What follows belongs to an exercise in optimizing a design on an open flow for small area and a short achievable clock period; a production flow would make more cautious choices. Where RTL was checked, it was by simulation tests only, not by an equivalence proof against the original. No functional check of the RTL was part of runs 1, 2 and 8. Power and IR drop assume default switching activity.

==> flow/config.mk <==
export PLATFORM = sky130hd
export DESIGN_NAME = dma_fifo
export DESIGN_NICKNAME = dma_fifo
export VERILOG_FILES = /design/flow/design.v
export SDC_FILE = /design/flow/constraint.sdc
export NUM_CORES = 4
export LEC_CHECK = 0
export CAP_MARGIN = 20
export CORE_MARGIN = 2
export CORE_UTILIZATION = 50
export SLEW_MARGIN = 20
export SYNTH_HIERARCHICAL = 1
export SYNTH_MINIMUM_KEEP_SIZE = 0
==> flow/constraint.sdc <==
create_clock -name core_clock -period 4.0 [get_ports {clk}]
set_input_delay 0.8000 -clock core_clock [delete_from_list [all_inputs] [get_ports {clk}]]
set_output_delay 0.8000 -clock core_clock [all_outputs]
set_load 0.01 [all_outputs]
==> flow/design.v <==
module dma_fifo_hold (
  input  logic en,
  input  logic en_n,
  input  logic d,
  input  logic q,
  output logic y
);
  assign y = (en & d) | (en_n & q);
endmodule
module dma_fifo_aoi222 (
  input  logic a1, a2, b1, b2, c1, c2,
  output logic y
);
  assign y = ~((a1 & a2) | (b1 & b2) | (c1 & c2));
endmodule
module dma_fifo_nand4 (
  input  logic a, b, c, d,
  output logic y
);
  assign y = ~(a & b & c & d);
endmodule
module dma_fifo_nand3 (
  input  logic a, b, c,
  output logic y
);
  assign y = ~(a & b & c);
endmodule
module dma_fifo_nor3 (
  input  logic a, b, c,
  output logic y
);
  assign y = ~(a | b | c);
endmodule
module dma_fifo #(
  parameter int DATA_WIDTH = 32,
  parameter int DEPTH      = 64
) (
  input  logic                    clk,
  input  logic                    rst,
  input  logic                    flush,
  input  logic                    fifo_wen,
  input  logic [DATA_WIDTH-1:0]   fifo_wdata,
  input  logic                    fifo_rden,
  output logic [DATA_WIDTH-1:0]   fifo_rdata,
  output logic                    fifo_is_empty,
  output logic                    fifo_is_full,
  output logic [$clog2(DEPTH):0]  fifo_count,
  output logic                    ovf,
  output logic                    udf
);
  localparam int NGRP = 21;
  logic [DEPTH-1:0][DATA_WIDTH-1:0] mem_q, mem_d;
  logic [3:0]            wp0_q, wp1_q, wp2_q;
  logic [3:0]            rp0_q, rp1_q, rp2_q;
  logic [6:0]            count_q;
  logic                  empty_q, full_q, ovf_q, udf_q;
  logic [DATA_WIDTH-1:0] rdata_q;
  logic                  wr_acc, rd_acc, clr, wr_mem;
  logic [DEPTH-1:0]      wen, wen_n, rsel;
  logic [NGRP:0][DATA_WIDTH-1:0] grp_n;    
  logic [5:0][DATA_WIDTH-1:0]    part;     
  logic [1:0][DATA_WIDTH-1:0]    half_n;   
  logic [DATA_WIDTH-1:0] rd_word;
  assign clr    = rst | flush;
  assign wr_acc = fifo_wen  & ~full_q  & ~flush;
  assign rd_acc = fifo_rden & ~empty_q & ~flush;
  assign wr_mem = fifo_wen & ~full_q;
  for (genvar i = 0; i < DEPTH; i++) begin : g_sel
    assign wen[i]   = wr_mem & wp0_q[i % 4] & wp1_q[(i / 4) % 4] & wp2_q[i / 16];
    assign wen_n[i] = ~wen[i];
    assign rsel[i]  = rp0_q[i % 4] & rp1_q[(i / 4) % 4] & rp2_q[i / 16];
  end
  for (genvar i = 0; i < DEPTH; i++) begin : g_row
    for (genvar j = 0; j < DATA_WIDTH; j++) begin : g_bit
      dma_fifo_hold u_hold (
        .en(wen[i]), .en_n(wen_n[i]), .d(fifo_wdata[j]), .q(mem_q[i][j]), .y(mem_d[i][j])
      );
    end
  end
  always_ff @(posedge clk) mem_q <= mem_d;
  for (genvar j = 0; j < DATA_WIDTH; j++) begin : g_rd
    for (genvar k = 0; k < NGRP; k++) begin : g_grp
      dma_fifo_aoi222 u_aoi (
        .a1(mem_q[3*k][j]),   .a2(rsel[3*k]),
        .b1(mem_q[3*k+1][j]), .b2(rsel[3*k+1]),
        .c1(mem_q[3*k+2][j]), .c2(rsel[3*k+2]),
        .y(grp_n[k][j])
      );
    end
    assign grp_n[NGRP][j] = ~(mem_q[DEPTH-1][j] & rsel[DEPTH-1]);
    for (genvar k = 0; k < 4; k++) begin : g_n4
      dma_fifo_nand4 u_n4 (
        .a(grp_n[4*k][j]), .b(grp_n[4*k+1][j]), .c(grp_n[4*k+2][j]), .d(grp_n[4*k+3][j]),
        .y(part[k][j])
      );
    end
    for (genvar k = 0; k < 2; k++) begin : g_n3
      dma_fifo_nand3 u_n3 (
        .a(grp_n[16+3*k][j]), .b(grp_n[17+3*k][j]), .c(grp_n[18+3*k][j]),
        .y(part[4+k][j])
      );
    end
    for (genvar k = 0; k < 2; k++) begin : g_o3
      dma_fifo_nor3 u_o3 (
        .a(part[3*k][j]), .b(part[3*k+1][j]), .c(part[3*k+2][j]),
        .y(half_n[k][j])
      );
    end
    assign rd_word[j] = ~(half_n[0][j] & half_n[1][j]);
  end
  always_ff @(posedge clk) begin
    if (clr) begin
      wp0_q   <= 4'b0001;
      wp1_q   <= 4'b0001;
      wp2_q   <= 4'b0001;
      rp0_q   <= 4'b0001;
      rp1_q   <= 4'b0001;
      rp2_q   <= 4'b0001;
      count_q <= '0;
      empty_q <= 1'b1;
      full_q  <= 1'b0;
      ovf_q   <= 1'b0;
      udf_q   <= 1'b0;
    end else begin
      if (wr_acc) begin
        wp0_q <= {wp0_q[2:0], wp0_q[3]};
        if (wp0_q[3]) begin
          wp1_q <= {wp1_q[2:0], wp1_q[3]};
          if (wp1_q[3]) wp2_q <= {wp2_q[2:0], wp2_q[3]};
        end
      end
      if (rd_acc) begin
        rp0_q <= {rp0_q[2:0], rp0_q[3]};
        if (rp0_q[3]) begin
          rp1_q <= {rp1_q[2:0], rp1_q[3]};
          if (rp1_q[3]) rp2_q <= {rp2_q[2:0], rp2_q[3]};
        end
      end
      if (wr_acc & ~rd_acc) count_q <= count_q + 1'b1;
      else if (rd_acc & ~wr_acc) count_q <= count_q - 1'b1;
      empty_q <= ~wr_acc & (empty_q | (rd_acc & (count_q == 7'd1)));
      full_q  <= ~rd_acc & (full_q  | (wr_acc & (count_q == 7'd63)));
      ovf_q   <= ovf_q | (fifo_wen  & full_q);
      udf_q   <= udf_q | (fifo_rden & empty_q);
    end
  end
  always_ff @(posedge clk) begin
    if (rst)         rdata_q <= '0;
    else if (rd_acc) rdata_q <= rd_word;
  end
  assign fifo_rdata    = rdata_q;
  assign fifo_is_empty = empty_q;
  assign fifo_is_full  = full_q;
  assign fifo_count    = count_q;
  assign ovf           = ovf_q;
  assign udf           = udf_q;
endmodule
==> flow/run.sh <==
#!/bin/bash
# synth_recipe.tcl (not shown) runs the flow's synth.tcl, then flattens the netlist and writes it again
# the make line also repeats each setting of config.mk as NAME=value (left out here)
make -C /OpenROAD-flow-scripts/flow DESIGN_CONFIG=/design/flow/config.mk WORK_HOME=/design/flow/orfs CLKGATE_MAP_FILE= SYNTH_SCRIPT=/design/flow/synth_recipe.tcl finish
==> flow_metrics.tcl, run 1 <==
set metrics [dict create \
    worstHoldStart "fifo_wdata[5]" \
    synth_top_cell_area_share 0.595 \
    hold_viol 0 \
    start_util 0.503 \
    ys.flop_type "dfxtp_1" \
    slew_headroom 0.203 \
    worst_setup_path_start_kind "register" \
    ys_top_cells_by_area "dfxtp_1, a22o_1, a222oi_1" \
    track_usage 0.366 \
    drt_first_pass_iters 14 \
    worst_slew_pin_slew_ps 1190 \
    io_pins 80 \
    die_x_um 381 \
    fin_area_um2 84300 \
    status "no timing/DRC/antenna violations" \
    synth_edf_count 0 \
    core_area_um2 141000 \
    synth_cells 5561 \
    antenna_left 0 \
    r2r_end "rdata_q[11]" \
    p_leak_nw 32.8 \
    clkLatencyLatePin_ps 830 \
    fin_setup_tns_ps 0 \
    finalSetupViolCount 0 \
    dr.first_iter.drc_count 11100 \
    post_cts_buffers 0 \
    htreeDepth 4 \
    dieArea_um2 145000 \
    cts_tree "built" \
    end_kind "register" \
    ir_drop_uv 472 \
    clock-sinks 2115 \
    crit_type "reg -> reg" \
    fin_util 0.596 \
    slew_viol_final 0 \
    hold_path.class "in -> reg" \
    syn_area_per_cell_um2 12.8 \
    grt_pass1_vias 56400 \
    synthTopCellsByCount "dfxtp_1, a22o_1, a222oi_1" \
    place_inst 7848 \
    antenna_found_initial 4 \
    drc 0 \
    hold_depth 2 \
    fin_nets 6208 \
    synthesis.area_um2 71200 \
    fin_worst_skew_ps 25.0 \
    finalCriticalPeriod_ps 3500 \
    yosys.area.top_type "dfxtp_1" \
    r2r-start "rp2_q[1]" \
    cts_buffer_depth 3 \
    grt_max_degree 67 \
    routed_wl_um 278000 \
    routed-via-count 60200 \
    io_buffers 79 \
    drive_gt1_frac 0.129 \
    yosysUniqueCellTypes 40 \
    fp-row-count 138 \
    grt_overflow 0 \
    holdPathEnd "mem_q[1829]" \
    ys.warnings.count 7 \
    rsz0062_at_grt "false" \
    cts_resized 0 \
    area_growth_pct 18.5 \
    gp_congestion 0.889 \
    syn_nets 5602 \
    cap_violations 0 \
    cp_max_fo 18 \
    synth_seq_cells 2115 \
    max_freq_ghz 0.286 \
    clkSlewWorstSetupHoldPaths_ps 60 \
    hpwlAfterDp_um 167000 \
    holdBufCountCts 0 \
    place_area_um2 77100 \
    r2r_setup_slack_ps 500 \
    clockRootBuffer "clkbuf_16" \
    place_ws_ps 585 \
    synthArstFlopShare 0 \
    powerDensity_nw_per_um2 509 \
    ys_seq_area_frac 0.595 \
    grt_first_pass_wirelength_um 400000 \
    fin_cells 8234 \
    cts_buffers 207 \
    post_drt_wl_per_cell_um 33.7 \
    synth_most_common_cell "dfxtp_1" \
    vias_per_cell 7.31 \
    fin_ws_ps 497 \
    fin_crit_sh 0.876 \
    worst_r2r_path_depth 5 \
    critPathRequiredTime_ps 4660 \
    die_h_um 381 \
    arrival_ps 4160 \
]
## state kept, by name, indices dropped and copies added, names as in the netlist
name / flops
count_q: 7
wp1_q: 4
rdata_q: 32
rp0_q: 4
rp2_q: 4
udf_q: 1
ovf_q: 1
wp2_q: 4
rp1_q: 4
mem_q: 2048
empty_q: 1
wp0_q: 4
full_q: 1
## where the power goes
part	total (W)	internal, W	switching (W)
clock network	0.0205	0.0121	0.00843
registers	0.0214	0.0212	0.000126
logic	0.00106	0.000303	0.000760
total	0.0429	0.0336	0.00931
## modules after synthesis (local to each module, per instance)
| module | cell area, um2 | copies in the design |
|---|---|---|
| dma_fifo | 44700 | 1 |
| dma_fifo_aoi222 | 10.0 | 672 |
| dma_fifo_hold | 8.76 | 2048 |
| dma_fifo_nand3 | 5.00 | 64 |
| dma_fifo_nand4 | 6.26 | 128 |
| dma_fifo_nor3 | 10.0 | 64 |
## worst max path at each step
| stage | start | to | slack, ps |
|---|---|---|---|
| floorplan | fifo_wen | mem_q[1536] | 1060 |
| global placement | rp0_q[1] | rdata_q[30] | 620 |
| detailed placement | rp0_q[1] | rdata_q[30] | 590 |
| CTS | rp0_q[1] | rdata_q[30] | 580 |
| global route | rp0_q[0] | rdata_q[21] | 580 |
| finish | rp2_q[1] | rdata_q[11] | 500 |
## stage by stage
stage	power [W]	hold slack [ps]
after floorplan	0.0221	439
after global placement	0.0229	446
after detailed placement	0.0229	452
after CTS	0.0431	337
after global routing	0.0440	359
final	0.0429	391
## layout make-up
type,count,area [um2]
repair buffers,443,3750
fillers,11400,57100
inverters,70,263
flip-flops and latches,2115,42300
multi-input cells,3330,28400
well taps,1890,2360
diodes,1,2.50
clock buffers,309,6330
clock inverters,76,878
## cell families (layout without fill, tap and decap cells)
group	Yosys count	after routing	share of synthesized area
other cells	0	1	0
buf+inv	116	898	0.00629
fa+ha+maj	4	4	0.000703
xor+xnor	6	6	0.000738
simple gates	535	535	0.0435
mux	10	10	0.00141
flops	2115	2115	0.595
compound gates	2775	2775	0.352
## cells in the final DEF (no fill, tap or decap), types with 64 or more instances in the layout
cell / instances
a222oi_1: 672
a22o_1: 2048
and3_1: 74
buf_4: 352
clkbuf_16: 218
dfxtp_1: 2115
inv_1: 70
nand2_1: 113
nand3_1: 72
nand4_1: 130
nor3_2: 64
## worst max-delay path: stages, from the launching register on
cell,delay (ps)
dfxtp_1,560
and3_1,640
a222oi_1,830
nand4_1,590
nor3_2,540
a311oi_1,170
## layer usage
| layer | vias to the layer above | wire length (um) | track usage |
|---|---|---|---|
| met5 | - | 13 | 0 |
| met4 | 2 | 13600 | 0.166 |
| met3 | 526 | 31700 | 0.0858 |
| met2 | 3818 | 117000 | 0.527 |
| met1 | 30300 | 115000 | 0.519 |
| li1 | 25600 | - | - |
==> run 2, diff against run 1 <==
--- a/flow/config.mk
+++ b/flow/config.mk
@@ -8,6 +8,7 @@
 export CAP_MARGIN = 20
 export CORE_MARGIN = 2
 export CORE_UTILIZATION = 50
+export CTS_BUF_LIST = sky130_fd_sc_hd__clkbuf_8
 export SLEW_MARGIN = 20
 export SYNTH_HIERARCHICAL = 1
 export SYNTH_MINIMUM_KEEP_SIZE = 0
==> run 2 against run 1 <==
  * Register-to-register slack got worse by 30 ps
  * Clock skew increased by 22 ps
  * Largest cell class unchanged
  * Worst hold slack got worse by 230 ps
  * Largest power group unchanged
  * Critical endpoint unchanged
==> flow_metrics.tcl, run 2 <==
set metrics [dict create \
    synth_top_cell_area_share 0.595 \
    ys.flop_type "dfxtp_1" \
    reg_top3 "mem_q x2048, rdata_q x32, count_q x7" \
    arrival_ps 4380 \
    cap_violations 0 \
    pwr-share-comb 0.026 \
    holdBufCountCts 0 \
    routed_wl_um 280000 \
    end_kind "register" \
    yosysUniqueCellTypes 40 \
    gp_congestion 0.889 \
    grt_first_pass_wirelength_um 403000 \
    grt_pass1_vias 57500 \
    cts_buffer_depth 4 \
    fin_setup_tns_ps 0 \
    p_total_w 0.0414 \
    start_util 0.503 \
    ys_seq_area_frac 0.595 \
    status "no timing/DRC/antenna violations" \
    critPathLaunch "rp2_q[1]" \
    top_register "mem_q" \
    wl_met2_um 117000 \
    p_leak_nw 33.2 \
    antenna_left 0 \
    fin_nets 6352 \
    path_delay_family "simple AND/OR/NAND/NOR gates" \
    powerDensity_nw_per_um2 493 \
    synth_most_common_cell "dfxtp_1" \
    synth_seq_cells 2115 \
    final_common_cell "dfxtp_1" \
    post_drt_wl_per_cell_um 33.1 \
    io_buffers 79 \
    synthArstFlopShare 0 \
    crit_type "reg -> reg" \
    syn_area_per_cell_um2 12.8 \
    post_cts_buffers 0 \
    io_pins 80 \
    ys.warnings.count 7 \
    synthesis.area_um2 71200 \
    synth_edf_count 0 \
    worstPathCellList "and3_1 -> a222oi_1 -> nand4_1 -> nor3_2 -> a311oi_1" \
    drt-met1-wl_um 117000 \
    fin_worst_skew_ps 46.9 \
    critPathRequiredTime_ps 4850 \
    synthTopCellsByCount "dfxtp_1, a22o_1, a222oi_1" \
    cp_max_fo 18 \
    n_fill_cell 11500 \
    drc 0 \
    worst_setup_path_start_kind "register" \
    p_sw_frac 0.230 \
    r2r-start "rp2_q[1]" \
    die_x_um 381 \
    yosys.area.top_type "dfxtp_1" \
    worstHoldStart "fifo_wdata[5]" \
    core_area_um2 141000 \
    grt_overflow 0 \
    rsz0062_at_grt "false" \
    max_freq_ghz 0.283 \
    ir_drop_uv 433 \
    clkSlewWorstSetupHoldPaths_ps 60 \
    die_h_um 381 \
    final_cell_mix "dfxtp_1, a22o_1, a222oi_1" \
    slew_headroom 0.191 \
    clkLatencyLatePin_ps 1040 \
    fin_crit_sh 0.882 \
    grt_max_degree 67 \
    finalCriticalPeriod_ps 3530 \
    antenna_found_initial 6 \
    wl_met3_um 30900 \
    synth_cells 5561 \
    clockRootBuffer "clkbuf_8" \
    drt_first_pass_iters 13 \
    syn_nets 5602 \
    hpwlAfterDp_um 167000 \
    hold_path.class "in -> reg" \
    cts_buffers 351 \
    fin_cells 8450 \
    fp-row-count 138 \
    drive_gt1_frac 0.147 \
    clock-sinks 2115 \
    top_layer_used "met5" \
    cts_tree "built" \
    cpMaxStageDelayCell "a222oi_1" \
    place_inst 7848 \
    hold_viol 0 \
    p_int_w 0.0319 \
    finalSetupViolCount 0 \
    pwr-share-clk 0.458 \
    area_growth_pct 18.1 \
    power_switching_w 0.00953 \
    largest_reg_flops 2048 \
    vias_per_cell 7.19 \
    dr.first_iter.drc_count 11100 \
    slew_viol_final 0 \
    cts_resized 0 \
    seqPwrFrac 0.516 \
    worst_slew_pin_slew_ps 1210 \
    fin_ws_ps 472 \
    htreeDepth 5 \
    track_usage 0.368 \
    ys_top_cells_by_area "dfxtp_1, a22o_1, a222oi_1" \
    dieArea_um2 145000 \
    routed-via-count 60800 \
    place_ws_ps 585 \
    crit_buf_inv 0 \
    max_stage_delay_ps 880 \
]
-- run 2: cell counts after synthesis --
No cell type changed its count.
-- run 2: final timing paths --
| kind | slack [ps] | end | cells after the start |
|---|---|---|---|
| setup / recovery | 470 | rdata_q[11] | 5 |
| hold / removal | 160 | mem_q[1989] | 2 |
| setup reg to reg | 470 | rdata_q[11] | 5 |
| hold reg to reg | 460 | ovf_q | 2 |
-- run 2: routing by layer --
layer	vias to the layer above	GRT usage
li1	25900	-
met5	-	0
met3	607	0.0825
met2	3921	0.524
met4	2	0.185
met1	30400	0.523
-- run 2: cells by family after synthesis --
group / share of synthesized area
xor gates and xnor gates: 0.000738
DFF: 0.595
buffers and inverters: 0.00629
AOI/OAI and AO/OA: 0.352
adders and majority gates: 0.000703
and+or+nand+nor: 0.0435
muxes: 0.00141
-- run 2: final cells by class --
cell class	count	area, um2	area share
multi-input cells	3330	28400	0.338
inverters	70	263	0.00313
repair buffers	443	3750	0.0446
flip-flops and latches	2115	42300	0.504
diodes	2	5.00	0.0000595
well taps	1890	2360	0.0281
clock buffers	459	6320	0.0752
clock inverters	141	638	0.00759
-- run 2: per-module statistics from Yosys, one instance, submodules excluded --
module / flops+latches / times used / area [um2]
dma_fifo_nor3: 0 / 64 / 10.0
dma_fifo_nand4: 0 / 128 / 6.26
dma_fifo: 2115 / 1 / 44700
dma_fifo_aoi222: 0 / 672 / 10.0
dma_fifo_hold: 0 / 2048 / 8.76
dma_fifo_nand3: 0 / 64 / 5.00
-- run 2: power groups by stage --
stage	registers (W)	clock network [W]	logic (W)
2_1_floorplan	0.0218	0	0.000322
3_3_place_gp	0.0218	0	0.00102
3_5_place_dp	0.0218	0	0.00103
4_1_cts	0.0214	0.0191	0.00104
5_1_grt	0.0214	0.0200	0.00109
6_report	0.0214	0.0190	0.00106
-- run 2: through the flow --
step	hold WS (ps)	instance area, um2	utilization
floorplan	439	71200	-
global placement	446	77100	0.545
detailed placement	452	77100	0.545
CTS	118	84100	0.594
global route	149	84100	0.594
finish	162	84100	0.594
==> run 3, diff against run 2 <==
--- a/flow/design.v
+++ b/flow/design.v
@@ -51,7 +51,7 @@
   localparam int NGRP = 21;
   logic [DEPTH-1:0][DATA_WIDTH-1:0] mem_q, mem_d;
   logic [3:0]            wp0_q, wp1_q, wp2_q;
-  logic [3:0]            rp0_q, rp1_q, rp2_q;
+  logic [DEPTH-1:0]      rsel_q;
   logic [6:0]            count_q;
   logic                  empty_q, full_q, ovf_q, udf_q;
   logic [DATA_WIDTH-1:0] rdata_q;
@@ -65,10 +65,10 @@
   assign wr_acc = fifo_wen  & ~full_q  & ~flush;
   assign rd_acc = fifo_rden & ~empty_q & ~flush;
   assign wr_mem = fifo_wen & ~full_q;
+  assign rsel = rsel_q;
   for (genvar i = 0; i < DEPTH; i++) begin : g_sel
     assign wen[i]   = wr_mem & wp0_q[i % 4] & wp1_q[(i / 4) % 4] & wp2_q[i / 16];
     assign wen_n[i] = ~wen[i];
-    assign rsel[i]  = rp0_q[i % 4] & rp1_q[(i / 4) % 4] & rp2_q[i / 16];
   end
   for (genvar i = 0; i < DEPTH; i++) begin : g_row
     for (genvar j = 0; j < DATA_WIDTH; j++) begin : g_bit
@@ -113,9 +113,7 @@
       wp0_q   <= 4'b0001;
       wp1_q   <= 4'b0001;
       wp2_q   <= 4'b0001;
-      rp0_q   <= 4'b0001;
-      rp1_q   <= 4'b0001;
-      rp2_q   <= 4'b0001;
+      rsel_q  <= {{(DEPTH-1){1'b0}}, 1'b1};
       count_q <= '0;
       empty_q <= 1'b1;
       full_q  <= 1'b0;
@@ -129,13 +127,7 @@
           if (wp1_q[3]) wp2_q <= {wp2_q[2:0], wp2_q[3]};
         end
       end
-      if (rd_acc) begin
-        rp0_q <= {rp0_q[2:0], rp0_q[3]};
-        if (rp0_q[3]) begin
-          rp1_q <= {rp1_q[2:0], rp1_q[3]};
-          if (rp1_q[3]) rp2_q <= {rp2_q[2:0], rp2_q[3]};
-        end
-      end
+      if (rd_acc) rsel_q <= {rsel_q[DEPTH-2:0], rsel_q[DEPTH-1]};
       if (wr_acc & ~rd_acc) count_q <= count_q + 1'b1;
       else if (rd_acc & ~wr_acc) count_q <= count_q - 1'b1;
       empty_q <= ~wr_acc & (empty_q | (rd_acc & (count_q == 7'd1)));
--- a/flow/config.mk
+++ b/flow/config.mk
@@ -8,7 +8,9 @@
 export CAP_MARGIN = 20
 export CORE_MARGIN = 2
 export CORE_UTILIZATION = 50
-export CTS_BUF_LIST = sky130_fd_sc_hd__clkbuf_8
+export CTS_CLUSTER_DIAMETER = 100
+export CTS_CLUSTER_SIZE = 30
+export SETUP_SLACK_MARGIN = 1.0
 export SLEW_MARGIN = 20
 export SYNTH_HIERARCHICAL = 1
 export SYNTH_MINIMUM_KEEP_SIZE = 0
==> run 3 against run 2 <==
  * Global-route usage down 1.5 points
  * Still clean
  * Largest cell class unchanged
  * Total power decreased by 19%
  * Combinational power grew 4%
  * Synthesized cell count grew 2.8%
  * Clock-buffer cell count fell by 370
  * Die area up 1.8%
  * Critical endpoint is now rdata_q[10]
  * Sequential power grew 2%
  * First-iteration DRC count decreased by 11%
  * Final area down 4.3%
  * Utilization is 3.4 points lower
  * Wire length down 2.9%
  * Synthesized area increased by 1.8%
==> flow_metrics.tcl, run 3 <==
set metrics [dict create \
    status "no timing/DRC/antenna violations" \
    die_x_um 385 \
    drc 0 \
    vias_per_cell 7.37 \
    worst_setup_path_start_kind "register" \
    worstPathCellList "a222oi_1 -> nand4_1 -> nor3_2 -> a311oi_1" \
    slew_viol_final 0 \
    fin_crit_sh 0.757 \
    finalCriticalPeriod_ps 3030 \
    gp_congestion 0.864 \
    routed-via-count 59400 \
    htreeDepth 3 \
    start_util 0.504 \
    crit_buf_inv 0 \
    grt_max_degree 65 \
    place_ws_ps 567 \
    fin_area_um2 80500 \
    hold_path.class "in -> reg" \
    track_usage 0.354 \
    io_buffers 79 \
    cts_buffer_depth 3 \
    finalSetupViolCount 0 \
    rsz0062_at_grt "false" \
    clkLatencyLatePin_ps 750 \
    max_freq_ghz 0.330 \
    grt_first_pass_wirelength_um 393000 \
    place_area_um2 78200 \
    synthArstFlopShare 0 \
    clockRootBuffer "clkbuf_16" \
    cap_violations 0 \
    cts_tree "built" \
    reg_top3 "mem_q x2048, rsel_q x64, rdata_q x32" \
    drt_first_pass_iters 22 \
    synth_top_cell_area_share 0.599 \
    synth_seq_cells 2167 \
    die_h_um 385 \
    ir_drop_uv 324 \
    dr.first_iter.drc_count 9857 \
    r2r_setup_slack_ps 970 \
    grt_pass1_vias 55700 \
    cts_resized 0 \
    core_area_um2 144000 \
    p_leak_nw 30.2 \
    yosysUniqueCellTypes 38 \
    largest_reg_flops 2048 \
    io_pins 80 \
    synthTopCellsByCount "dfxtp_1, a22o_1, a222oi_1" \
    syn_nets 5758 \
    final_common_cell "dfxtp_1" \
    hpwlAfterDp_um 166000 \
    cts_buffers 82 \
    worst_slew_pin_slew_ps 1190 \
    routed_wl_um 272000 \
    powerDensity_nw_per_um2 419 \
    final_cell_mix "dfxtp_1, a22o_1, a222oi_1" \
    fin_ws_ps 972 \
    syn_area_per_cell_um2 12.7 \
    post_cts_buffers 0 \
    cp_max_fo 16 \
    grt_overflow 0 \
    fp-row-count 139 \
    clock-sinks 2167 \
    post_drt_wl_per_cell_um 33.7 \
    fin_setup_tns_ps 0 \
    hold_viol 0 \
    fin_nets 6192 \
    yosys.area.top_type "dfxtp_1" \
    arrival_ps 3620 \
    ys_seq_area_frac 0.599 \
    critPathRequiredTime_ps 4590 \
    drive_gt1_frac 0.0864 \
    antenna_cells 0 \
    crit_type "reg -> reg" \
    cpMaxStageDelayCell "a222oi_1" \
    max_stage_delay_ps 710 \
    antenna_left 0 \
    synth_most_common_cell "dfxtp_1" \
    top_register "mem_q" \
    synth_edf_count 0 \
    ys_top_cells_by_area "dfxtp_1, a22o_1, a222oi_1" \
    dieArea_um2 148000 \
    holdBufCountCts 0 \
    path_delay_family "simple AND/OR/NAND/NOR gates" \
    slew_headroom 0.208 \
    ys.flop_type "dfxtp_1" \
    fin_worst_skew_ps 28.7 \
    antenna_found_initial 4 \
    area_growth_pct 11.1 \
    clkSlewWorstSetupHoldPaths_ps 110 \
    ys.warnings.count 7 \
    end_kind "register" \
    synthesis.area_um2 72400 \
    synth_cells 5717 \
]
## run 3: where the power goes
part	internal (W)	switching [W]
clock network	0.00403	0.00667
registers	0.0218	0.000129
logic	0.000316	0.000780
total	0.0261	0.00758
## run 3: area by class of cell
type / instances / area [um2]
Fill cell: 12100 / 63200
Multi-Input combinational cell: 3429 / 28600
Inverter: 70 / 263
Sequential cell: 2167 / 43400
Timing Repair Buffer: 401 / 3540
Clock inverter: 2 / 25.0
Tap cell: 1903 / 2380
Clock buffer: 89 / 2230
## run 3: per-module statistics from Yosys (local to each module, per instance)
| module | cells inside | copies in the design |
|---|---|---|
| dma_fifo | 2741 | 1 |
| dma_fifo_hold | 1 | 2048 |
| dma_fifo_nand3 | 1 | 64 |
| dma_fifo_nand4 | 1 | 128 |
| dma_fifo_nor3 | 1 | 64 |
| dma_fifo_aoi222 | 1 | 672 |
## run 3: through the flow
stage | cells | hold slack (ps) | total power (W) | utilization
3_3_place_gp | 7969 | 441 | 0.0234 | 0.544
2_1_floorplan | 5717 | 439 | 0.0227 | -
5_1_grt | 8061 | 351 | 0.0346 | 0.560
3_5_place_dp | 7969 | 447 | 0.0234 | 0.544
4_1_cts | 8060 | 331 | 0.0338 | 0.560
6_report | 8061 | 358 | 0.0337 | 0.560
## run 3: metal layers
| metal | track usage | share of wire | vias to the layer above |
|---|---|---|---|
| met1 | 0.513 | 0.43 | 30000 |
| met2 | 0.515 | 0.42 | 3489 |
| met4 | 0.120 | 0.035 | 6 |
| li1 | - | - | 25500 |
| met3 | 0.0823 | 0.11 | 397 |
| met5 | 0 | 0.00014 | - |
## run 3: kinds of logic after synthesis
kind of cell,Yosys count,share of synthesized area
adders and majority gates,4,0.000691
xor gates and xnor gates,6,0.000725
DFF,2167,0.599
muxes,3,0.000415
buffers and inverters,121,0.00646
AOI/OAI and AO/OA,2835,0.350
and+or+nand+nor,581,0.0426
## run 3: final timing paths
path / start / depth (start not counted) / to
worst min-delay path: fifo_wdata[31] / 2 / mem_q[1631]
worst max register to register: rsel_q[33] / 4 / rdata_q[10]
worst max-delay path: rsel_q[33] / 4 / rdata_q[10]
worst min register to register: rsel_q[20] / 2 / rsel_q[20]
==> run 4, diff against run 3 <==
--- a/flow/config.mk
+++ b/flow/config.mk
@@ -8,8 +8,7 @@
 export CAP_MARGIN = 20
 export CORE_MARGIN = 2
 export CORE_UTILIZATION = 50
-export CTS_CLUSTER_DIAMETER = 100
-export CTS_CLUSTER_SIZE = 30
+export GPL_TIMING_DRIVEN = 1
 export SETUP_SLACK_MARGIN = 1.0
 export SLEW_MARGIN = 20
 export SYNTH_HIERARCHICAL = 1
==> run 4 against run 3 <==
  * Still clean
  * Register-to-register slack improved by 70 ps
  * Worst hold slack worse by 58 ps
  * Final area increased by 6.3%
  * First-iteration DRC count fell by 3.1%
  * Clock skew shrank 1.7 ps
  * Flip-flop and latch count did not move
  * Total power is 31% higher
  * Cell count grew 3.7%
  * Setup slack improved by 71 ps
  * Maximum frequency is 2.4% higher
  * Critical endpoint is now rdata_q[16]
  * Largest cell class unchanged
==> flow_metrics.tcl, run 4 <==
set metrics [dict create \
    core_area_um2 144000 \
    post_cts_buffers 0 \
    grt_max_degree 65 \
    synth_most_common_cell "dfxtp_1" \
    fin_worst_skew_ps 26.9 \
    fin_cells 8356 \
    ys.warnings.count 7 \
    syn_nets 5758 \
    drive_gt1_frac 0.120 \
    io_pins 80 \
    finalCriticalPeriod_ps 2960 \
    start_util 0.504 \
    fp-row-count 139 \
    antenna_found_initial 5 \
    top_register "mem_q" \
    clock-sinks 2167 \
    fin_crit_sh 0.739 \
    die_h_um 385 \
    arrival_ps 3600 \
    grt_pass1_vias 57300 \
    antenna_left 0 \
    grt_first_pass_wirelength_um 399000 \
    final_cell_mix "dfxtp_1, a22o_1, a222oi_1" \
    clkSlewWorstSetupHoldPaths_ps 60 \
    yosys.area.top_type "dfxtp_1" \
    synth_seq_cells 2167 \
    cts_buffers 212 \
    holdWs_ps 300 \
    p_leak_nw 32.7 \
    fin_nets 6321 \
    ys.flop_type "dfxtp_1" \
    p_total_w 0.0441 \
    vias_per_cell 7.26 \
    area_growth_pct 18.1 \
    end_kind "register" \
    ys_top_cells_by_area "dfxtp_1, a22o_1, a222oi_1" \
    die_x_um 385 \
    rsz0062_at_grt "false" \
    routed_wl_um 276000 \
    htreeDepth 4 \
    io_buffers 79 \
    synthTopCellsByCount "dfxtp_1, a22o_1, a222oi_1" \
    gp_congestion 0.864 \
    reg_top3 "mem_q x2048, rsel_q x64, rdata_q x32" \
    cts_resized 0 \
    fin_setup_tns_ps 0 \
    ir_drop_uv 393 \
    syn_area_per_cell_um2 12.7 \
    track_usage 0.359 \
    max_freq_ghz 0.338 \
    grt_overflow 0 \
    hold_viol 0 \
    holdBufCountCts 0 \
    cts_buffer_depth 3 \
    synth_edf_count 0 \
    place_inst 7969 \
    clkLatencyLatePin_ps 820 \
    ys_seq_area_frac 0.599 \
    crit_type "reg -> reg" \
    largest_reg_flops 2048 \
    hold_path.class "in -> reg" \
    status "no timing/DRC/antenna violations" \
    cap_violations 0 \
    final_common_cell "dfxtp_1" \
    synthArstFlopShare 0 \
    dr.first_iter.drc_count 9553 \
    worst_setup_path_start_kind "register" \
    drt_first_pass_iters 22 \
    post_drt_wl_per_cell_um 33.0 \
    powerDensity_nw_per_um2 515 \
    fin_area_um2 85600 \
    critPathRequiredTime_ps 4640 \
    slew_viol_final 0 \
    clockRootBuffer "clkbuf_16" \
    place_area_um2 78200 \
    cp_max_fo 16 \
    finalSetupViolCount 0 \
    synth_cells 5717 \
    synth_top_cell_area_share 0.599 \
    yosysUniqueCellTypes 38 \
    hpwlAfterDp_um 166000 \
    routed-via-count 60700 \
    slew_headroom 0.184 \
    synthesis.area_um2 72400 \
    cts_tree "built" \
    drc 0 \
    worst_slew_pin_slew_ps 1220 \
    dieArea_um2 148000 \
]
[run 4: worst paths after layout]
path | startpoint | to | slack [ps] | depth (start not counted)
hold / removal | fifo_wdata[31] | mem_q[1631] | 300 | 2
setup reg to reg | rsel_q[27] | rdata_q[16] | 1040 | 4
hold reg to reg | rsel_q[20] | rsel_q[20] | 450 | 2
setup / recovery | rsel_q[27] | rdata_q[16] | 1040 | 4
[run 4: through the flow]
| stage | setup slack, ps | util |
|---|---|---|
| after global routing | 1030 | 0.596 |
| after detailed placement | 567 | 0.544 |
| final | 1040 | 0.596 |
| after CTS | 1150 | 0.596 |
| after global placement | 526 | 0.544 |
| after floorplan | 1060 | - |
[run 4: layout make-up]
cell class	count	area (um2)
clock inverters	71	1070
repair buffers	400	3520
inverters	70	263
well taps	1903	2380
fillers	11800	58100
diodes	1	2.50
flip-flops and latches	2167	43400
multi-input cells	3429	28600
clock buffers	315	6300
[run 4: per-layer routing]
metal	global-route usage	share of wire
met1	0.517	0.43
met2	0.516	0.42
met3	0.0900	0.11
met4	0.137	0.038
met5	0	0.00013
[run 4: kinds of logic after synthesis]
logic type      Yosys count  synth area share
xor+xnor                  6          0.000725
fa+ha+maj                 4          0.000691
flops                  2167             0.599
mux                       3          0.000415
buf+inv                 121           0.00646
simple gates            581            0.0426
compound gates         2835             0.350
[run 4: where the power goes]
part	internal [W]	switching, W
logic	0.000315	0.000786
clock network	0.0126	0.00852
registers	0.0218	0.000131
total	0.0347	0.00944
[run 4: worst max-delay path: stages, from the launching register on]
cell      delay (ps)
dfxtp_1          650
a222oi_1         780
nand4_1          530
nor3_2           630
a311oi_1         180
[run 4: Yosys stat by module (local to each module, per instance)]
module,flops+latches,area [um2],times used,cells
dma_fifo,2167,46000,1,2741
dma_fifo_aoi222,0,10.0,672,1
dma_fifo_nor3,0,10.0,64,1
dma_fifo_hold,0,8.76,2048,1
dma_fifo_nand4,0,6.26,128,1
dma_fifo_nand3,0,5.00,64,1
==> run 5, diff against run 4 <==
--- a/flow/config.mk
+++ b/flow/config.mk
@@ -8,8 +8,10 @@
 export CAP_MARGIN = 20
 export CORE_MARGIN = 2
 export CORE_UTILIZATION = 50
-export GPL_TIMING_DRIVEN = 1
-export SETUP_SLACK_MARGIN = 1.0
+export CTS_CLUSTER_DIAMETER = 100
+export CTS_CLUSTER_SIZE = 30
+export SETUP_SLACK_MARGIN = 2.0
 export SLEW_MARGIN = 20
 export SYNTH_HIERARCHICAL = 1
 export SYNTH_MINIMUM_KEEP_SIZE = 0
+export TNS_END_PERCENT = 10
==> run 5 against run 4 <==
  * Setup slack gained 160 ps
  * Clock skew is essentially flat
  * Clock-buffer cell count shrank 227
  * Flip-flop and latch count stayed put
  * Die area unchanged
  * Worst hold slack improved by 140 ps
  * Final area is 3.6% lower
  * Sequential power hardly changed
  * Total power shrank 24%
  * Non-clock buffer count grew 55
  * Largest cell class unchanged
==> flow_metrics.tcl, run 5 <==
set metrics [dict create \
    status "no timing/DRC/antenna violations" \
    yosys.area.top_type "dfxtp_1" \
    pwr-share-comb 0.035 \
    r2r_end "rdata_q[17]" \
    cap_violations 0 \
    cts_tree "built" \
    synth_edf_count 0 \
    cts_buffer_depth 3 \
    rsz0062_at_grt "true" \
    critPathRequiredTime_ps 4590 \
    p_leak_nw 31.0 \
    ir_drop_uv 311 \
    ys.flop_type "dfxtp_1" \
    grt_overflow 0 \
    drt_first_pass_iters 22 \
    gp_congestion 0.881 \
    synth_top_cell_area_share 0.599 \
    finalSetupViolCount 0 \
    fin_worst_skew_ps 27.2 \
    r2r_setup_slack_ps 1200 \
    p_int_w 0.0260 \
    cp_max_fo 11 \
    ys_seq_area_frac 0.599 \
    synth_seq_cells 2167 \
    synthTopCellsByCount "dfxtp_1, a22o_1, a222oi_1" \
    clockRootBuffer "clkbuf_16" \
    synth_most_common_cell "dfxtp_1" \
    routed-via-count 60500 \
    drive_gt1_frac 0.132 \
    end_kind "register" \
    cts_buffers 82 \
    worst_r2r_path_depth 6 \
    clkLatencyLatePin_ps 750 \
    area_growth_pct 13.9 \
    worstPathCellList "buf_12 -> buf_12 -> a222oi_1 -> nand4_1 -> nor3_2 -> a311oi_1" \
    antenna_left 0 \
    ys.warnings.count 7 \
    r2r-start "rsel_q[32]" \
    drc 0 \
    core_area_um2 144000 \
    path_delay_family "simple AND/OR/NAND/NOR gates" \
    hpwlAfterDp_um 169000 \
    hold_viol 0 \
    final_common_cell "dfxtp_1" \
    post_drt_wl_per_cell_um 34.8 \
    n_fill_cell 11900 \
    slew_viol_final 0 \
    fin_crit_sh 0.699 \
    holdWs_ps 445 \
    io_pins 80 \
    die_h_um 385 \
    powerDensity_nw_per_um2 409 \
    cpMostUsedCell "buf_12" \
    hold_depth 2 \
    die_x_um 385 \
    vias_per_cell 7.44 \
    slew_headroom 0.201 \
    fp-row-count 139 \
    crit_buf_inv 2 \
    routed_wl_um 283000 \
    max_stage_delay_ps 710 \
    crit_type "reg -> reg" \
    io_buffers 79 \
    ys_top_cells_by_area "dfxtp_1, a22o_1, a222oi_1" \
    start_util 0.504 \
    worst_slew_pin_slew_ps 1200 \
    clkSlewWorstSetupHoldPaths_ps 120 \
    clock-sinks 2167 \
    grt_first_pass_wirelength_um 404000 \
    grt_pass1_vias 55700 \
    p_sw_frac 0.228 \
    antenna_found_initial 2 \
    syn_area_per_cell_um2 12.7 \
    hold_path.class "in -> reg" \
    fin_nets 6250 \
    holdPathEnd "mem_q[762]" \
    fin_setup_tns_ps 0 \
    seqPwrFrac 0.648 \
    synthArstFlopShare 0 \
    synthesis.area_um2 72400 \
    grt_max_degree 65 \
    finalCriticalPeriod_ps 2800 \
    reg_top3 "mem_q x2048, rsel_q x64, rdata_q x32" \
    pwr-share-clk 0.317 \
    yosysUniqueCellTypes 38 \
    dieArea_um2 148000 \
    worst_setup_path_start_kind "register" \
    power_switching_w 0.00769 \
    arrival_ps 3390 \
    top_register "mem_q" \
    final_cell_mix "dfxtp_1, a22o_1, a222oi_1" \
    cpMaxStageDelayCell "nand4_1" \
    max_freq_ghz 0.358 \
    largest_reg_flops 2048 \
    htreeDepth 3 \
    syn_nets 5758 \
    synth_cells 5717 \
    track_usage 0.364 \
    dr.first_iter.drc_count 10800 \
    holdBufCountCts 0 \
    worstHoldStart "fifo_wdata[26]" \
]
run 5: worst reg2reg max path, delay by kind of cell, from the launching register on:
kind | cells | cell delay [ps]
AOI/OAI and AO/OA | 2 | 760
DFF | 1 | 350
buffers and inverters | 2 | 270
and+or+nand+nor | 2 | 1260
run 5: what timing repair did:
action	in CTS	in global routing
gates resized for setup	356	164
endpoints found under the setup margin	2172	2124
cloned	11	9
buffers inserted	56	14
pin swaps	79	86
run 5: layer usage:
| metal | vias to the layer above | wire (um) | track usage | part of all wire |
|---|---|---|---|---|
| li1 | 25600 | - | - | - |
| met4 | 0 | 11600 | 0.132 | 0.041 |
| met5 | - | 0 | 0 | 0 |
| met1 | 30600 | 119000 | 0.532 | 0.42 |
| met2 | 3806 | 119000 | 0.520 | 0.42 |
| met3 | 451 | 32900 | 0.0869 | 0.12 |
run 5: layout make-up:
class | instances | area [um2] | area share
Antenna cell | 2 | 5.00 | 0.0000607
Tap cell | 1903 | 2380 | 0.0289
Timing Repair inverter | 4 | 30.0 | 0.000364
Timing Repair Buffer | 455 | 4620 | 0.0560
Sequential cell | 2167 | 43600 | 0.529
Clock inverter | 3 | 33.8 | 0.000409
Inverter | 70 | 384 | 0.00466
Clock buffer | 88 | 2190 | 0.0266
Multi-Input combinational cell | 3429 | 29200 | 0.354
run 5: modules after synthesis (local to each module, per instance):
| module | cells inside | times used | flops+latches | cell area, um2 |
|---|---|---|---|---|
| dma_fifo | 2741 | 1 | 2167 | 46000 |
| dma_fifo_aoi222 | 1 | 672 | 0 | 10.0 |
| dma_fifo_nor3 | 1 | 64 | 0 | 10.0 |
| dma_fifo_hold | 1 | 2048 | 0 | 8.76 |
| dma_fifo_nand4 | 1 | 128 | 0 | 6.26 |
| dma_fifo_nand3 | 1 | 64 | 0 | 5.00 |
run 5: worst max path at each step:
stage	from	endpoint	depth (start not counted)
2_1_floorplan	fifo_rden	count_q[5]	11
3_3_place_gp	fifo_wen	mem_q[796]	8
3_5_place_dp	fifo_wen	mem_q[797]	8
4_1_cts	rsel_q[29]	rdata_q[14]	5
5_1_grt	rsel_q[32]	rdata_q[7]	5
6_report	rsel_q[32]	rdata_q[17]	6
run 5: logic make-up (layout without fill, tap and decap cells):
kind of cell             after synthesis  after routing  synth area share
AO/OA/AOI/OAI                       2835           2835             0.350
XOR/XNOR                               6              6          0.000725
adder cells (fa/ha/maj)                4              4          0.000691
buffers and inverters                121            620           0.00646
flip-flops                          2167           2167             0.599
multiplexers                           3              3          0.000415
other                                  0              2                 0
AND/OR/NAND/NOR                      581            581            0.0426
run 5: stage by stage:
stage,instance area (um2),setup slack (ps),util,instances,power (W)
global placement,78200,589,0.544,7938,0.0235
detailed placement,78200,576,0.544,7938,0.0235
finish,82500,1200,0.574,8121,0.0337
CTS,81700,1450,0.569,8096,0.0338
floorplan,72800,1390,-,5717,0.0227
global route,82500,1400,0.574,8119,0.0346
run 5: power by group through the flow:
stage / logic, W / clock network, W / registers [W]
after detailed placement: 0.00112 / 0 / 0.0224
final: 0.00119 / 0.0107 / 0.0219
after floorplan: 0.000339 / 0 / 0.0223
after CTS: 0.00115 / 0.0108 / 0.0219
after global routing: 0.00121 / 0.0115 / 0.0219
after global placement: 0.00111 / 0 / 0.0224
==> run 6, diff against run 5 <==
--- a/flow/config.mk
+++ b/flow/config.mk
@@ -14,4 +14,3 @@
 export SLEW_MARGIN = 20
 export SYNTH_HIERARCHICAL = 1
 export SYNTH_MINIMUM_KEEP_SIZE = 0
-export TNS_END_PERCENT = 10
==> run 6 against run 5 <==
  * Synthesized area unchanged
  * Sequential power about the same
  * Flip-flop and latch count unchanged
  * First-iteration DRC count up 5.1%
  * Critical path depth unchanged
  * Clock skew up 6.8 ps
  * Combinational power up 6%
  * Setup slack better by 81 ps
  * Global-route usage up 0.35 points
  * Cell count up 1.6%
  * Critical path type unchanged
  * Largest cell class unchanged
  * Highest routed layer is now met5
==> flow_metrics.tcl, run 6 <==
set metrics [dict create \
    top_register "mem_q" \
    finalSetupViolCount 0 \
    dr.first_iter.drc_count 11400 \
    synth_cells 5717 \
    clkLatencyLatePin_ps 760 \
    area_growth_pct 17.4 \
    yosys.area.top_type "dfxtp_1" \
    io_pins 80 \
    drive_gt1_frac 0.157 \
    powerDensity_nw_per_um2 398 \
    clkSlewWorstSetupHoldPaths_ps 120 \
    synthArstFlopShare 0 \
    worstHoldStart "mem_q[1748]" \
    worst_r2r_path_depth 6 \
    worst_slew_pin_slew_ps 1160 \
    fp-row-count 139 \
    ys.flop_type "dfxtp_1" \
    hpwlAfterDp_um 163000 \
    final_common_cell "dfxtp_1" \
    ir_drop_uv 384 \
    slew_viol_final 0 \
    start_util 0.504 \
    drt_first_pass_iters 29 \
    synth_seq_cells 2167 \
    cts_tree "built" \
    io_buffers 79 \
    r2r-start "rsel_q[27]" \
    cp_max_fo 12 \
    arrival_ps 3320 \
    synth_top_cell_area_share 0.599 \
    crit_buf_inv 2 \
    worst_setup_path_start_kind "register" \
    grt_pass1_vias 55700 \
    cts_buffer_depth 3 \
    track_usage 0.368 \
    end_kind "register" \
    htreeDepth 3 \
    max_stage_delay_ps 650 \
    die_h_um 385 \
    slew_headroom 0.225 \
    holdBufCountCts 0 \
    fin_worst_skew_ps 34.0 \
    syn_nets 5758 \
    p_leak_nw 31.8 \
    hold_path.class "reg -> reg" \
    syn_area_per_cell_um2 12.7 \
    ys_seq_area_frac 0.599 \
    hold_depth 1 \
    gp_congestion 0.915 \
    worstPathCellList "buf_4 -> buf_12 -> a222oi_1 -> nand4_1 -> nor3_4 -> a311oi_1" \
    fin_nets 6379 \
    synthTopCellsByCount "dfxtp_1, a22o_1, a222oi_1" \
    cap_violations 0 \
    antenna_found_initial 13 \
    antenna_left 0 \
    place_ws_ps 380 \
    rsz0062_at_grt "true" \
    max_freq_ghz 0.368 \
    core_area_um2 144000 \
    cpMaxStageDelayCell "a222oi_1" \
    critPathRequiredTime_ps 4600 \
    dieArea_um2 148000 \
    ys.warnings.count 7 \
    grt_overflow 0 \
    fin_ws_ps 1280 \
    vias_per_cell 7.50 \
    synth_edf_count 0 \
    synth_most_common_cell "dfxtp_1" \
    largest_reg_flops 2048 \
    clockRootBuffer "clkbuf_16" \
    grt_first_pass_wirelength_um 407000 \
    ys_top_cells_by_area "dfxtp_1, a22o_1, a222oi_1" \
    finalCriticalPeriod_ps 2720 \
    fin_crit_sh 0.679 \
    synthesis.area_um2 72400 \
    clock-sinks 2167 \
    path_delay_family "simple AND/OR/NAND/NOR gates" \
    cts_buffers 82 \
    hold_viol 0 \
    reg_top3 "mem_q x2048, rsel_q x64, rdata_q x32" \
    r2r_end "rdata_q[24]" \
    grt_max_degree 66 \
    final_cell_mix "dfxtp_1, a22o_1, a222oi_1" \
    post_drt_wl_per_cell_um 35.6 \
    fin_setup_tns_ps 0 \
    crit_type "reg -> reg" \
    yosysUniqueCellTypes 38 \
    routed-via-count 61900 \
    routed_wl_um 294000 \
    drc 0 \
    holdPathEnd "mem_q[1748]" \
    holdWs_ps 482 \
    status "no timing/DRC/antenna violations" \
    r2r_setup_slack_ps 1280 \
    die_x_um 385 \
]
-- run 6: worst max-delay path by stage --
| stage | slack, ps | endpoint | startpoint | cells past startpoint |
|---|---|---|---|---|
| 5_1_grt | 1290 | rdata_q[29] | rsel_q[27] | 5 |
| 4_1_cts | 1480 | rdata_q[30] | rsel_q[27] | 5 |
| 3_3_place_gp | 440 | mem_q[1334] | fifo_wen | 7 |
| 6_report | 1280 | rdata_q[24] | rsel_q[27] | 6 |
| 2_1_floorplan | 1440 | mem_q[2016] | fifo_wen | 6 |
| 3_5_place_dp | 380 | mem_q[1313] | fifo_wen | 7 |
-- run 6: area by class of cell --
type	count	area, um2
clock inverters	3	37.5
repair inverters	11	80.1
well taps	1903	2380
clock buffers	87	2180
inverters	70	448
multi-input cells	3447	29800
flip-flops and latches	2167	43700
diodes	6	15.0
fillers	11700	58600
repair buffers	559	6440
-- run 6: per-layer routing --
metal / global-route usage / up-vias / share of wire
met4: 0.156 / 4 / 0.052
met2: 0.540 / 4132 / 0.42
met1: 0.529 / 31300 / 0.41
li1: - / 25900 / -
met3: 0.0671 / 533 / 0.11
met5: 0 / - / 0.000078
-- run 6: stage by stage --
| step | power (W) | cell area [um2] | std cells | utilization |
|---|---|---|---|---|
| floorplan | 0.0227 | 73300 | 5717 | - |
| global placement | 0.0235 | 78400 | 7895 | 0.546 |
| detailed placement | 0.0235 | 78400 | 7895 | 0.546 |
| CTS | 0.0338 | 82800 | 8111 | 0.577 |
| global route | 0.0346 | 85000 | 8250 | 0.592 |
| finish | 0.0338 | 85000 | 8253 | 0.592 |
-- run 6: where the power goes --
| group | internal [W] | switching (W) | total [W] |
|---|---|---|---|
| logic | 0.000349 | 0.000909 | 0.00126 |
| registers | 0.0217 | 0.000113 | 0.0218 |
| clock network | 0.00396 | 0.00676 | 0.0107 |
-- run 6: kinds of logic (layout without fill, tap and decap cells) --
kind of cell               after synthesis  in the layout  synth area share
other                                    0              6                 0
xor gates and xnor gates                 6              6          0.000725
DFF                                   2167           2167             0.599
and+or+nand+nor                        581            599            0.0426
AOI/OAI and AO/OA                     2835           2835             0.350
adders and majority gates                4              4          0.000691
muxes                                    3              3          0.000415
buffers and inverters                  121            730           0.00646
-- run 6: repair_timing --
item,in CTS,in global routing
gates cloned,23,41
setup endpoints to repair,2177,1423
setup buffers,103,95
pin swaps,122,74
resized for setup,507,140
-- run 6: Yosys stat by module (local to each module, per instance) --
module           flip-flops and latches  cell area, um2
dma_fifo                           2167           46000
dma_fifo_nor3                         0            10.0
dma_fifo_nand3                        0            5.00
dma_fifo_aoi222                       0            10.0
dma_fifo_hold                         0            8.76
dma_fifo_nand4                        0            6.26
==> run 7, diff against run 6 <==
--- a/flow/config.mk
+++ b/flow/config.mk
@@ -7,9 +7,10 @@
 export LEC_CHECK = 0
 export CAP_MARGIN = 20
 export CORE_MARGIN = 2
-export CORE_UTILIZATION = 50
+export CORE_UTILIZATION = 60
 export CTS_CLUSTER_DIAMETER = 100
-export CTS_CLUSTER_SIZE = 30
+export CTS_CLUSTER_SIZE = 25
+export GPL_TIMING_DRIVEN = 1
 export SETUP_SLACK_MARGIN = 2.0
 export SLEW_MARGIN = 20
 export SYNTH_HIERARCHICAL = 1
==> run 7 against run 6 <==
  * Still clean
  * Synthesized cell count stayed put
  * Die area decreased by 17%
  * Final area fell by 1.9%
  * First-iteration DRC count up 0.27%
  * Non-clock buffer count down 91
  * Maximum frequency down 2.9%
  * Setup slack lost 82 ps
  * Global-route usage increased by 5.7 points
==> flow_metrics.tcl, run 7 <==
set metrics [dict create \
    reg_top3 "mem_q x2048, rsel_q x64, rdata_q x32" \
    ys_seq_area_frac 0.599 \
    cts_tree "built" \
    fin_area_um2 83400 \
    critPathRequiredTime_ps 4590 \
    fin_worst_skew_ps 31.9 \
    routed_wl_um 277000 \
    final_cell_mix "dfxtp_1, a22o_1, a222oi_1" \
    routed-via-count 61900 \
    final_common_cell "dfxtp_1" \
    top_register "mem_q" \
    place_inst 7563 \
    largest_reg_flops 2048 \
    dieArea_um2 124000 \
    ir_drop_uv 361 \
    ys.warnings.count 7 \
    slew_viol_final 0 \
    post_drt_wl_per_cell_um 35.0 \
    worst_slew_pin_slew_ps 1170 \
    antenna_found_initial 9 \
    worstPathCellList "buf_4 -> buf_6 -> a222oi_1 -> nand4_1 -> nor3_2 -> buf_4 -> a311oi_1" \
    grt_overflow 0 \
    start_util 0.605 \
    cp_max_fo 6 \
    fin_nets 6316 \
    synth_top_cell_area_share 0.599 \
    worst_setup_path_start_kind "register" \
    die_h_um 351 \
    crit_type "reg -> reg" \
    cpMostUsedCell "buf_4" \
    fp-row-count 127 \
    place_area_um2 77500 \
    cts_buffer_depth 3 \
    ys_top_cells_by_area "dfxtp_1, a22o_1, a222oi_1" \
    htreeDepth 3 \
    clock-sinks 2167 \
    grt_max_degree 66 \
    fin_setup_tns_ps 0 \
    arrival_ps 3390 \
    hold_viol 0 \
    hold_path.class "in -> reg" \
    holdWs_ps 464 \
    track_usage 0.425 \
    fin_cells 7894 \
    synth_seq_cells 2167 \
    grt_first_pass_wirelength_um 394000 \
    powerDensity_nw_per_um2 412 \
    synth_edf_count 0 \
    syn_area_per_cell_um2 12.7 \
    finalCriticalPeriod_ps 2800 \
    n_fill_cell 8858 \
    vias_per_cell 7.84 \
    synthTopCellsByCount "dfxtp_1, a22o_1, a222oi_1" \
    synthArstFlopShare 0 \
    cts_buffers 96 \
    gp_congestion 0.932 \
    synth_most_common_cell "dfxtp_1" \
    core_area_um2 120000 \
    slew_headroom 0.219 \
    cpMaxStageDelayCell "a222oi_1" \
    clkLatencyLatePin_ps 750 \
    end_kind "register" \
    rsz0062_at_grt "true" \
    io_buffers 79 \
    grt_pass1_vias 57000 \
    io_pins 80 \
    hpwlAfterDp_um 153000 \
    die_x_um 351 \
    cap_violations 0 \
    clkSlewWorstSetupHoldPaths_ps 100 \
    drive_gt1_frac 0.148 \
    max_stage_delay_ps 800 \
    yosysUniqueCellTypes 38 \
    drt_first_pass_iters 13 \
    area_growth_pct 15.2 \
    drc 0 \
    fin_util 0.696 \
    synth_cells 5717 \
    ys.flop_type "dfxtp_1" \
    dr.first_iter.drc_count 11400 \
    p_leak_nw 31.1 \
    antenna_left 0 \
    syn_nets 5758 \
    yosys.area.top_type "dfxtp_1" \
    synthesis.area_um2 72400 \
    finalSetupViolCount 0 \
    fin_crit_sh 0.699 \
    status "no timing/DRC/antenna violations" \
    clockRootBuffer "clkbuf_16" \
    max_freq_ghz 0.358 \
    holdBufCountCts 0 \
]
run 7: path summary, 6_finish.rpt:
check / slack [ps] / end / depth (start not counted) / startpoint
setup / recovery: 1200 / rdata_q[5] / 7 / rsel_q[27]
hold / removal: 460 / ovf_q / 3 / fifo_wen
setup reg to reg: 1200 / rdata_q[5] / 7 / rsel_q[27]
hold reg to reg: 480 / mem_q[347] / 1 / mem_q[347]
run 7: Yosys stat by module (local to each module, per instance):
module           cell area [um2]  cells inside  flip-flops and latches
dma_fifo_aoi222             10.0             1                       0
dma_fifo_hold               8.76             1                       0
dma_fifo                   46000          2741                    2167
dma_fifo_nor3               10.0             1                       0
dma_fifo_nand4              6.26             1                       0
dma_fifo_nand3              5.00             1                       0
run 7: area by class of cell:
class	count	area (um2)	area share
Inverter	70	454	0.00544
Timing Repair Buffer	468	4870	0.0583
Multi-Input combinational cell	3436	29600	0.355
Timing Repair inverter	36	270	0.00324
Tap cell	1612	2020	0.0242
Clock inverter	3	26.3	0.000315
Antenna cell	1	2.50	0.0000300
Clock buffer	101	2530	0.0303
Sequential cell	2167	43600	0.523
run 7: critical path: cells and delay by family, from the launching register on:
kind / cells / cell delay, ps
AOI/OAI and AO/OA: 2 / 900
buffers and inverters: 3 / 500
DFF: 1 / 380
and+or+nand+nor: 2 / 840
run 7: layer usage:
layer  routed length (um)  share of wire  track usage  vias to the layer above
li1                     -              -            -                    25800
met1               106000           0.38        0.587                    30800
met2               115000           0.42        0.603                     4636
met3                37100           0.13        0.109                      702
met4                18200          0.066        0.245                        6
met5                   40        0.00014            0                        -
run 7: cell families (layout without fill, tap and decap cells):
kind of cell,after synthesis,count (layout),synth area share
xor+xnor,6,6,0.000725
mux,3,3,0.000415
compound gates,2835,2835,0.350
flops,2167,2167,0.599
simple gates,581,588,0.0426
fa+ha+maj,4,4,0.000691
other cells,0,1,0
buf+inv,121,678,0.00646
run 7: power by group:
| part | internal, W | switching, W | total [W] |
|---|---|---|---|
| clock network | 0.00452 | 0.00676 | 0.0113 |
| logic | 0.000361 | 0.000912 | 0.00127 |
| registers | 0.0217 | 0.000114 | 0.0218 |
| total | 0.0266 | 0.00778 | 0.0344 |
run 7: metrics by stage:
step | total power [W] | setup slack, ps
CTS | 0.0343 | 1420
global placement | 0.0235 | 548
global route | 0.0351 | 1190
floorplan | 0.0227 | 1440
finish | 0.0344 | 1200
detailed placement | 0.0235 | 461
run 7: repair_timing:
item,4_1_cts,5_1_grt
cloned,39,8
gates resized for setup,440,76
pin swaps,90,65
endpoints found under the setup margin,2197,1401
setup buffers,119,59
==> run 8, diff against run 7 <==
--- a/flow/design.v
+++ b/flow/design.v
@@ -54,13 +54,12 @@
   logic [DEPTH-1:0]      rsel_q;
   logic [6:0]            count_q;
   logic                  empty_q, full_q, ovf_q, udf_q;
-  logic [DATA_WIDTH-1:0] rdata_q;
+  logic [1:0][DATA_WIDTH-1:0] rdh_q;
   logic                  wr_acc, rd_acc, clr, wr_mem;
   logic [DEPTH-1:0]      wen, wen_n, rsel;
   logic [NGRP:0][DATA_WIDTH-1:0] grp_n;    
   logic [5:0][DATA_WIDTH-1:0]    part;     
   logic [1:0][DATA_WIDTH-1:0]    half_n;   
-  logic [DATA_WIDTH-1:0] rd_word;
   assign clr    = rst | flush;
   assign wr_acc = fifo_wen  & ~full_q  & ~flush;
   assign rd_acc = fifo_rden & ~empty_q & ~flush;
@@ -106,7 +105,6 @@
         .y(half_n[k][j])
       );
     end
-    assign rd_word[j] = ~(half_n[0][j] & half_n[1][j]);
   end
   always_ff @(posedge clk) begin
     if (clr) begin
@@ -137,10 +135,10 @@
     end
   end
   always_ff @(posedge clk) begin
-    if (rst)         rdata_q <= '0;
-    else if (rd_acc) rdata_q <= rd_word;
+    if (rst)         rdh_q <= '1;
+    else if (rd_acc) rdh_q <= half_n;
   end
-  assign fifo_rdata    = rdata_q;
+  assign fifo_rdata    = ~(rdh_q[0] & rdh_q[1]);
   assign fifo_is_empty = empty_q;
   assign fifo_is_full  = full_q;
   assign fifo_count    = count_q;
--- a/flow/config.mk
+++ b/flow/config.mk
@@ -7,10 +7,9 @@
 export LEC_CHECK = 0
 export CAP_MARGIN = 20
 export CORE_MARGIN = 2
-export CORE_UTILIZATION = 60
+export CORE_UTILIZATION = 50
 export CTS_CLUSTER_DIAMETER = 100
 export CTS_CLUSTER_SIZE = 25
-export GPL_TIMING_DRIVEN = 1
 export SETUP_SLACK_MARGIN = 2.0
 export SLEW_MARGIN = 20
 export SYNTH_HIERARCHICAL = 1
==> run 8 against run 7 <==
  * Still clean
  * Synthesized area is 1.9% higher
  * Final area is 5.6% higher
  * Non-clock buffer count is 146 higher
  * Worst hold slack better by 14 ps
  * Critical endpoint is now rdh_q[2]
  * Largest cell class unchanged
  * Largest power group unchanged
==> flow_metrics.tcl, run 8 <==
set metrics [dict create \
    slew_headroom 0.190 \
    ys.flop_type "dfxtp_1" \
    finalSetupViolCount 0 \
    holdBufCountCts 0 \
    grt_max_degree 66 \
    final_common_cell "dfxtp_1" \
    fin_setup_tns_ps 0 \
    clkSlewWorstSetupHoldPaths_ps 100 \
    max_freq_ghz 0.357 \
    arrival_ps 3520 \
    grt_pass1_vias 57400 \
    slew_viol_final 0 \
    fin_worst_skew_ps 35.3 \
    gp_congestion 0.898 \
    synth_edf_count 0 \
    synthesis.area_um2 73800 \
    hpwlAfterDp_um 167000 \
    clockRootBuffer "clkbuf_16" \
    ys_seq_area_frac 0.596 \
    die_x_um 388 \
    cp_max_fo 4 \
    fin_util 0.603 \
    start_util 0.505 \
    synthArstFlopShare 0 \
    ir_drop_uv 376 \
    yosysUniqueCellTypes 39 \
    vias_per_cell 7.44 \
    fin_area_um2 88100 \
    antenna_left 0 \
    routed_wl_um 299000 \
    fin_nets 6586 \
    syn_nets 5896 \
    drive_gt1_frac 0.173 \
    area_growth_pct 19.4 \
    cap_violations 0 \
    reg_top3 "mem_q x2048, rdh_q x64, rsel_q x64" \
    final_cell_mix "dfxtp_1, a22o_1, a222oi_1" \
    track_usage 0.372 \
    die_h_um 388 \
    ys_top_cells_by_area "dfxtp_1, a22o_1, a222oi_1" \
    place_ws_ps 417 \
    hold_viol 0 \
    status "no timing/DRC/antenna violations" \
    fin_crit_sh 0.700 \
    drc 0 \
    drt_first_pass_iters 13 \
    finalCriticalPeriod_ps 2800 \
    largest_reg_flops 2048 \
    post_drt_wl_per_cell_um 35.3 \
    powerDensity_nw_per_um2 397 \
    fin_ws_ps 1200 \
    synth_top_cell_area_share 0.596 \
    grt_overflow 0 \
    crit_type "reg -> reg" \
    io_buffers 79 \
    p_leak_nw 32.6 \
    synth_most_common_cell "dfxtp_1" \
    antenna_cells 0 \
    core_area_um2 146000 \
    dieArea_um2 151000 \
    grt_first_pass_wirelength_um 421000 \
    top_register "mem_q" \
    io_pins 80 \
    cts_tree "built" \
    htreeDepth 3 \
    dr.first_iter.drc_count 11300 \
    synth_seq_cells 2199 \
    end_kind "register" \
    critPathRequiredTime_ps 4720 \
    fp-row-count 140 \
    cts_buffer_depth 3 \
    place_area_um2 79900 \
    routed-via-count 62900 \
    synthTopCellsByCount "dfxtp_1, a22o_1, a222oi_1" \
    worst_slew_pin_slew_ps 1220 \
    hold_path.class "reg -> reg" \
    antenna_found_initial 8 \
    yosys.area.top_type "dfxtp_1" \
    rsz0062_at_grt "true" \
    synth_cells 5855 \
    clkLatencyLatePin_ps 770 \
    cts_buffers 97 \
    worst_setup_path_start_kind "register" \
    syn_area_per_cell_um2 12.6 \
    ys.warnings.count 7 \
    clock-sinks 2199 \
]
## run 8: cell count changes in the layout (fill, tap and decap cells not counted), sizes merged, moves of 2 or more
| cell | previous run | this run |
|---|---|---|
| nor2 | 50 | 18 |
| a311oi | 32 | 0 |
| inv | 22 | 8 |
| clkbuf | 107 | 117 |
| buf | 460 | 593 |
| clkinvlp | 87 | 85 |
| and2 | 4 | 68 |
| dfxtp | 2167 | 2199 |
| a211o | 0 | 64 |
| nand2 | 241 | 284 |
## run 8: worst max-delay path, stage by stage, from the launching register on
cell and delay (ps):
dfxtp_4 380, buf_12 140, buf_6 110, buf_6 110, a222oi_1 700, nand4_1 550
nor3_4 550, a211o_1 190
## run 8: final timing paths
check	start	to	slack, ps	depth (start not counted)
worst max-delay path	rsel_q[27]	rdh_q[2]	1200	7
worst min-delay path	mem_q[770]	mem_q[770]	480	1
worst max register to register	rsel_q[27]	rdh_q[2]	1200	7
worst min register to register	mem_q[770]	mem_q[770]	480	1
## run 8: modules after synthesis, one instance, submodules excluded
module / flops+latches / times used / area [um2] / cells
dma_fifo_hold: 0 / 2048 / 8.76 / 1
dma_fifo_nand3: 0 / 64 / 5.00 / 1
dma_fifo: 2199 / 1 / 47400 / 2879
dma_fifo_nand4: 0 / 128 / 6.26 / 1
dma_fifo_aoi222: 0 / 672 / 10.0 / 1
dma_fifo_nor3: 0 / 64 / 10.0 / 1
## run 8: power by group
part / switching (W) / internal, W / leakage [nW] / total, W
Clock: 0.00698 / 0.00445 / 1.23 / 0.0114
Combinational: 0.000984 / 0.000382 / 13.6 / 0.00137
Sequential: 0.000119 / 0.0220 / 17.8 / 0.0222
## run 8: metrics by stage
step / instances / total power (W) / hold WS [ps]
floorplan: 5855 / 0.0230 / 439
global placement: 7985 / 0.0239 / 451
detailed placement: 7985 / 0.0239 / 452
CTS: 8328 / 0.0350 / 480
global route: 8466 / 0.0358 / 486
finish: 8466 / 0.0350 / 478
## run 8: per-layer routing
metal	global-route usage	vias up	wire, um
li1	-	26500	-
met1	0.535	31900	123000
met2	0.540	4041	128000
met3	0.0734	503	33100
met4	0.167	4	14800
met5	0	-	28
## run 8: final cells by class
class	count	area, um2
clock buffers	100	2480
clock inverters	3	26.3
fillers	11700	58000
inverters	70	508
multi-input cells	3542	31100
flip-flops and latches	2199	44300
well taps	1917	2400
repair buffers	614	7220
repair inverters	21	155
## run 8: cells by family after synthesis
group	after synthesis	synth area share
DFF	2199	0.596
buffers and inverters	131	0.00682
AOI/OAI and AO/OA	2867	0.348
adders and majority gates	4	0.000678
xor gates and xnor gates	6	0.000712
and+or+nand+nor	645	0.0473
muxes	3	0.000407
## run 8: what timing repair did
action,in CTS,in global routing
cloned,41,26
buffers inserted,199,112
endpoints found under the setup margin,2202,1782
gates resized for setup,565,106
pin swaps,160,119

==> port drivers added, routing unchanged <==
How much do the figures lean on ideal ports? The routed layouts below were timed once more, with nothing changed but the port constraints.
Step 1, drivers: a clkbuf_16 drives clk and a buf_2 each remaining input, both assumed.
Step 2 also shifts input and output timing later by t, the mid clock arrival at the registers, as if the neighbouring blocks saw the same clock.
a / b / c = no drivers / after step 1 / after step 2; a / b = the first two.
| run | shift t [ns] | slack for setup (ns) | worst setup path at the end | worst register clock-pin slew, ns | worst slew at a driven data input, ns |
|---|---|---|---|---|---|
| run 1 | 0.899 | 0.497 / 0.497 / 0.497 | register to register | 0.07 / 0.07 | 0.06 |
| run 2 | 1.088 | 0.472 / 0.472 / 0.472 | register to register | 0.07 / 0.07 | 0.06 |
| run 3 | 0.826 | 0.972 / 0.972 / 0.429 | input to register | 0.12 / 0.12 | 0.07 |
| run 4 | 0.899 | 1.043 / 1.043 / 0.431 | input to register | 0.07 / 0.07 | 0.07 |
| run 5 | 0.824 | 1.204 / 1.204 / 0.873 | input to register | 0.12 / 0.12 | 0.14 |
| run 6 | 0.818 | 1.285 / 1.285 / 1.212 | input to register | 0.12 / 0.12 | 0.12 |
| run 7 | 0.818 | 1.203 / 1.203 / 1.181 | input to register | 0.11 / 0.11 | 0.12 |
| run 8 | 0.841 | 1.200 / 1.200 / 0.916 | input to register | 0.11 / 0.11 | 0.09 |
After both steps setup and hold are still met in every run listed. For run 4, which loses most, drivers alone change the setup slack by 0.000 ns; drivers and shift together by -0.612 ns.
